Context: an optimization exercise on an open-source flow, tuned for small area, a short achievable clock period and few clock cycles per item. The choices shown serve that exercise and are no tape-out recipe.
Function was checked by simulation only, so behaviour that the tests miss may differ from the original.

==> zinc <==
==> flow/design.v (excerpt) <==
module gregorian_date_difference (
  input  logic        clk_i,
  input  logic        rst_ni,
  input  logic        in_valid_i,
  output logic        in_ready_o,
  input  logic [4:0]  start_day_i,
  input  logic [3:0]  start_month_i,
  input  logic [13:0] start_year_i,
  input  logic [4:0]  end_day_i,
  input  logic [3:0]  end_month_i,
  input  logic [13:0] end_year_i,
  output logic        out_valid_o,
  input  logic        out_ready_i,
  output logic [21:0] day_count_o,
  output logic        end_before_start_o
);
  logic adv;
  gdd_ctrl u_ctrl (
    .clk_i       (clk_i),
    .rst_ni      (rst_ni),
    .in_valid_i  (in_valid_i),
    .in_ready_o  (in_ready_o),
    .out_ready_i (out_ready_i),
    .out_valid_o (out_valid_o),
    .adv_o       (adv)
  );
  gdd_dp u_dp (
    .clk_i              (clk_i),
    .adv_i              (adv),
    .start_day_i        (start_day_i),
    .start_month_i      (start_month_i),
    .start_year_i       (start_year_i),
    .end_day_i          (end_day_i),
    .end_month_i        (end_month_i),
    .end_year_i         (end_year_i),
    .day_count_o        (day_count_o),
    .end_before_start_o (end_before_start_o)
  );
endmodule
clock: 7.0 ns
lec_check: 0
cap_margin: 20
core_margin: 2
core_utilization: 70
setup_slack_margin: 2.5
slew_margin: 20
run.sh (not shown) runs the stock make flow with config.mk's settings and CLKGATE_MAP_FILE= SYNTH_SCRIPT=/design/flow/synth_recipe.tcl, a recipe that flattens the netlist after the stock synthesis.
==> willow (differences from zinc) <==
--- a/flow/config.mk
+++ b/flow/config.mk
@@ -8,5 +8,5 @@
 export CAP_MARGIN = 20
 export CORE_MARGIN = 2
-export CORE_UTILIZATION = 70
+export CORE_UTILIZATION = 60
 export SETUP_SLACK_MARGIN = 2.5
 export SLEW_MARGIN = 20
==> cedar (differences from zinc) <==
--- a/flow/config.mk
+++ b/flow/config.mk
@@ -8,5 +8,5 @@
 export CAP_MARGIN = 20
 export CORE_MARGIN = 2
-export CORE_UTILIZATION = 70
-export SETUP_SLACK_MARGIN = 2.5
+export CORE_UTILIZATION = 60
+export SETUP_SLACK_MARGIN = 2.75
 export SLEW_MARGIN = 20
==> metrics.md <==
| Metric | Value |
|---|---|
| DP Worst Slack | `about 1.6 ns` |
| Post-cts resize count | `56` |
| Length in cells of the worst reg-to-reg path | `13` |
| Share of cells above drive strength 1 | `0.107` |
| Status | `complete, no violations` |
| Worst Skew | `0.00699 ns` |
| Worst r2r src | `u_dp.u_q[2]` |
| Clk cell area share | `0.0274` |
| Crit-path max cell delay | `between 0.5 and 0.6 ns` |
| Crit Path Max Fanout | `4` |
| Avg WL per Cell | `15.9 um` |
The numbers above come from willow.

==> metrics.md <==
| Metric | Value |
|---|---|
| Worst r2r src | `u_dp.u_q[5]` |
| Post-cts resize count | `52` |
| Crit-path max cell delay | `approximately 0.55 ns` |
| Flops & latches, synth | `78` |
| Avg WL per Cell | `~17 um` |
| Crit Path Max Fanout | `4` |
| Worst Skew | `roughly 0.0052 ns` |
| Status | `complete, no violations` |
| Clk cell area share | `0.0237` |
| Critical Path AT | `between 4 and 5 ns` |
| DP Worst Slack | `1.48 ns` |
The numbers above come from zinc.

==> metrics.md <==
| Metric | Value |
|---|---|
| Post-route DRC | `0` |
| Crit-path max cell delay | `about 0.54 ns` |
| Post-cts resize count | `~130` |
| Worst Skew | `0.00674 ns` |
| Length in cells of the worst reg-to-reg path | `14` |
| Share of cells above drive strength 1 | `0.179` |
| Status | `complete, no violations` |
| Clk cell area share | `0.0268` |
| Crit Path Max Fanout | `3` |
The numbers above come from cedar.

Testbench counts of zinc, summed over its fixed seeds: cycles 4,816, items 4,800.
Testbench counts of willow, summed over its fixed seeds: cycles 4,816, items 4,800.
Testbench counts of cedar, summed over its fixed seeds: cycles 4,816, items 4,800.

afterwards: timing with drivers on the ports:
Ports are ideal in the flow. The routed layouts listed here were re-timed in OpenROAD. Step 1 (the two cells are an assumption about what drives the block):
set clk [get_ports {clk_i}]
set_driving_cell -lib_cell sky130_fd_sc_hd__clkbuf_16 $clk
set_driving_cell -lib_cell sky130_fd_sc_hd__buf_2 [delete_from_list [all_inputs] $clk]
Step 2 adds t to the input delays and takes it off the output delays; t is the mean of the earliest and latest rising clock arrival at the registers after step 1. Input paths then give back, and output paths get back, about the clock's delay inside the block. Three values: no drivers, after step 1, after step 2; two values: the first two.
| run | shift t [ns] | setup WS [ns] | worst setup path at the end | latest minus earliest clock arrival (ns) |
|---|---|---|---|---|
| zinc | 0.371 | 2.490 / 2.490 / 2.194 | input to register | 0.007 / 0.007 |
| willow | 0.375 | 2.562 / 2.562 / 2.230 | input to register | 0.008 / 0.008 |
| cedar | 0.372 | 2.551 / 2.551 / 2.372 | input to register | 0.007 / 0.006 |
After both steps setup and hold are still met in every run listed. For willow, which loses most, drivers alone change the setup slack by 0.000 ns; drivers and shift together by -0.332 ns.
